This design comes from an exercise in tuning for small area, a short achievable clock period and few clock cycles per item on the open sky130 flow, not from production work.
The RTL was checked by simulation tests, not by an equivalence proof against the original design.

## joystick_mouse_button_qualifier_unit
module joystick_mouse_button_qualifier_unit (
    input  logic                                i_clk,
    input  logic                                i_rst_n,
    input  logic                                s_axis_tvalid,
    output logic                                s_axis_tready,
    input  logic [jmbq_pkg::IN_TDATA_W-1:0]     s_axis_tdata,
    output logic                                m_axis_tvalid,
    input  logic                                m_axis_tready,
    output logic [jmbq_pkg::OUT_TDATA_W-1:0]    m_axis_tdata,
    input  logic                                i_cfg_we,
    input  logic [jmbq_pkg::CFG_IDX_W-1:0]      i_cfg_idx,
    input  logic [jmbq_pkg::CFG_DATA_W-1:0]     i_cfg_wdata
);
Settings: LEC_CHECK=0, CAP_MARGIN=20, CORE_MARGIN=2, CORE_UTILIZATION=40, CTS_CLUSTER_DIAMETER=132, CTS_CLUSTER_SIZE=24, SLEW_MARGIN=20; clock period 10.0 ns.
standard.sh (not shown) runs the stock make flow with config.mk's settings and CLKGATE_MAP_FILE= SYNTH_SCRIPT=/design/flow/synth_recipe.tcl, a recipe that flattens the netlist after the stock synthesis.
==> flow/flow/run.sh <==
#!/bin/bash
# Standard synthesis and layout (the standard.sh, unchanged scripts); the
# only difference from the standard flow's own layout is a larger setup slack margin for
# ORFS's repair_timing steps, so that repair keeps improving paths past the
# point where they meet the (unchanged) 10 ns constraint.
set -euo pipefail
cd "$(dirname "$0")/.."
MARGIN=$(cat flow/margin.txt)
bash standard.sh synth > synth_make.log 2>&1
bash standard.sh SETUP_SLACK_MARGIN=$MARGIN finish > layout_make.log 2>&1
==> flow/flow/margin.txt <==
6.55
The first run completed without violations.
Testbench counts at the start, summed over its fixed seeds: cycles 3,288, polls 3,200.
Edit:
--- a/flow/design.v
+++ b/flow/design.v
@@ -59,19 +59,19 @@
 );
     localparam int NB = jmbq_pkg::NUM_BTN;
     localparam int TW = jmbq_pkg::TIME_W;
     localparam int SW = jmbq_pkg::SAMPLE_W;
     localparam int KW = jmbq_pkg::KEYS_W;
     localparam int PW = jmbq_pkg::SPEED_W;
     localparam int DW = jmbq_pkg::DZ_W;
     localparam int HW = jmbq_pkg::MS_W;
     localparam int AW = 19;
-    localparam int MW = 26;
+    localparam int MW = 32;
     localparam int BRW = 10;
     logic [SW-1:0] r_center_x, r_center_y;
     logic [DW-1:0] r_deadzone;
     logic [PW-1:0] r_top_speed;
     logic [HW-1:0] r_debounce_ms, r_long_press_ms;
     always_ff @(posedge i_clk) begin
         if (!i_rst_n) begin
             r_center_x      <= jmbq_pkg::RST_CENTER;
             r_center_y      <= jmbq_pkg::RST_CENTER;
@@ -199,89 +199,89 @@
                              (!w_sp_ext[2*i+2] && w_sp_ext[2*i+1] && w_sp_ext[2*i]);
             w_booth[3*i]   = w_sp_ext[2*i+1] ^ w_sp_ext[2*i];
         end
     end
     always_ff @(posedge i_clk) begin
         r_div      <= 12'd2048 - {1'b0, r_deadzone};
         r_booth_x  <= w_booth;
         r_booth_yn <= ~w_booth;
     end
-    function automatic logic [AW-1:0] f_mag(input logic [SW-1:0] s, input logic [SW-1:0] c);
-        logic [SW:0]   a, b;
+    logic [SW:0] w_dx, w_dy;
+    assign w_dx = {1'b0, s_axis_tdata[jmbq_pkg::IN_SX_LSB +: SW]} - {1'b0, r_center_x};
+    assign w_dy = {1'b0, s_axis_tdata[jmbq_pkg::IN_SY_LSB +: SW]} - {1'b0, r_center_y};
+    function automatic logic [AW-1:0] f_mag(input logic [SW:0] d);
         logic [SW-1:0] mag;
-        a   = {1'b0, s} - {1'b0, c};
-        b   = {1'b0, c} - {1'b0, s};
-        mag = a[SW] ? b[SW-1:0] : a[SW-1:0];
-        f_mag = {!a[SW], 5'b0, mag[SW-1], mag};
+        mag = d[SW] ? SW'(-d) : d[SW-1:0];
+        f_mag = {!d[SW], 5'b0, mag[SW-1], mag};
     endfunction
     function automatic logic [AW-1:0] f_zone(input logic [AW-1:0] a, input logic [DW-1:0] dz,
                                              input logic [SW-1:0] dv);
         logic [SW:0]   e;
         logic [SW-1:0] m;
         e = {1'b0, a[SW-1:0]} - {2'b0, dz};
         if (a[SW])                   m = dv;
         else if (e[SW] || e == '0)   m = '0;
         else                         m = e[SW-1:0];
         f_zone = {a[AW-1], 6'b0, m};
     endfunction
     function automatic logic [MW-1:0] f_mul(input logic [AW-1:0] a, input logic [11:0] bd);
         logic [17:0] row [4];
         logic [13:0] m;
         logic [17:0] ext, s1, c1, s2, c2;
-        logic [12:0] lo;
+        logic [6:0]  lo;
         for (int i = 0; i < 4; i++) begin
             m = bd[3*i] ? {2'b0, a[SW-1:0]} : bd[3*i+1] ? {1'b0, a[SW-1:0], 1'b0} : 14'd0;
             if (bd[3*i+2]) m = ~m;
             ext = {{4{m[13]}}, m};
             row[i] = ext << (2 * i);
             if (i > 0) row[i][2*i-2] = bd[3*(i-1)+2];
         end
         s1 = row[0] ^ row[1] ^ row[2];
         c1 = ((row[0] & row[1]) | (row[0] & row[2]) | (row[1] & row[2])) << 1;
         s2 = s1 ^ c1 ^ row[3];
         c2 = ((s1 & c1) | (s1 & row[3]) | (c1 & row[3])) << 1;
-        lo = {1'b0, s2[11:0]} + {1'b0, c2[11:0]};
-        f_mul = {a[AW-1], s2[17:12], c2[17:12], lo};
+        lo = {1'b0, s2[5:0]} + {1'b0, c2[5:0]};
+        f_mul = {a[AW-1], s2[17:6], c2[17:6], lo};
     endfunction
     function automatic logic [AW-1:0] f_sum(input logic [MW-1:0] a);
-        f_sum = {a[MW-1], a[24:19] + a[18:13] + {5'd0, a[12]}, a[11:0]};
+        f_sum = {a[MW-1], a[30:19] + a[18:7] + {11'd0, a[6]}, a[5:0]};
     endfunction
     function automatic logic [AW-1:0] f_div(input logic [AW-1:0] a, input logic [DW-1:0] dz);
         logic [SW-1:0] t;
         logic [SW:0]   s;
         t = a[17:6];
         s = {1'b0, t} + {2'b01, dz};
         f_div = {a[AW-1], s[SW] ? s[10:0] : t[10:0], a[5:0], s[SW]};
     endfunction
-    localparam int NST = 10;
+    localparam int NST = 11;
     logic           r_vs [1:NST-1];
     logic [BRW-1:0] r_bs [1:NST-1];
     logic [AW-1:0]  r_xs [1:NST-1];
     logic [AW-1:0]  r_ys [1:NST-1];
     logic [AW-1:0]  w_xs [1:NST-1];
     logic [AW-1:0]  w_ys [1:NST-1];
-    logic [SW-1:0]  r_sx, r_sy;
+    logic [SW:0]    r_dx, r_dy;
     always_ff @(posedge i_clk) begin
         if (r_en) begin
-            r_sx <= s_axis_tdata[jmbq_pkg::IN_SX_LSB +: SW];
-            r_sy <= s_axis_tdata[jmbq_pkg::IN_SY_LSB +: SW];
+            r_dx <= w_dx;
+            r_dy <= w_dy;
         end
     end
     logic [MW-1:0]  r_mx, r_my;
     always_comb begin
-        w_xs[1] = f_mag(r_sx, r_center_x);
-        w_ys[1] = f_mag(r_sy, r_center_y);
+        w_xs[1] = f_mag(r_dx);
+        w_ys[1] = f_mag(r_dy);
         w_xs[2] = f_zone(r_xs[1], r_deadzone, r_div);
         w_ys[2] = f_zone(r_ys[1], r_deadzone, r_div);
         w_xs[3] = '0;
         w_ys[3] = '0;
-        w_xs[4] = f_div(f_sum(r_mx), r_deadzone);
-        w_ys[4] = f_div(f_sum(r_my), r_deadzone);
+        w_xs[4] = f_sum(r_mx);
+        w_ys[4] = f_sum(r_my);
         for (int k = 5; k < NST; k++) begin
             w_xs[k] = f_div(r_xs[k-1], r_deadzone);
             w_ys[k] = f_div(r_ys[k-1], r_deadzone);
         end
     end
     always_ff @(posedge i_clk) begin
         if (!i_rst_n) begin
             for (int k = 1; k < NST; k++) r_vs[k] <= 1'b0;
         end else if (r_en) begin
- non-clock buffer count came out lower by 128
- sequential cell count came out higher by 63
- global-route usage came out lower by 0.92 points
- die area came out higher by 4.0%
- worst setup slack improves by 0.041 ns
- cell area came out higher by 1.6%
- routed wire length came out lower by 1.3%
Testbench counts after the change, summed over its fixed seeds: cycles 3,296, polls 3,200.

==> afterwards: timing with drivers on the ports <==
No port has a modelled driver above. Below, the same layouts with a new extraction and two added sets of constraints.
Step 1 assumes that a clkbuf_16 drives the clock port and a buf_2 every other input.
Step 2 adds t to the input delays and takes it off the output delays; t is the mean of the earliest and latest rising clock arrival at the registers after step 1. Input paths then give back, and output paths get back, about the clock's delay inside the block.
Slacks: ideal / step 1 / step 2; pairs: ideal / step 1.
run	shift t [ns]	setup slack, ns	clock arrival spread, ns	worst register clock-pin slew, ns	worst slew at a driven data input, ns
the first run	0.712	6.553 / 6.553 / 6.033	0.059 / 0.059	0.11 / 0.11	0.14
the second run	0.716	6.594 / 6.571 / 5.922	0.054 / 0.054	0.11 / 0.11	0.11
After both steps every run listed still meets setup and hold. For the second run, which loses most, drivers alone change the setup slack by -0.023 ns; drivers and shift together by -0.672 ns.
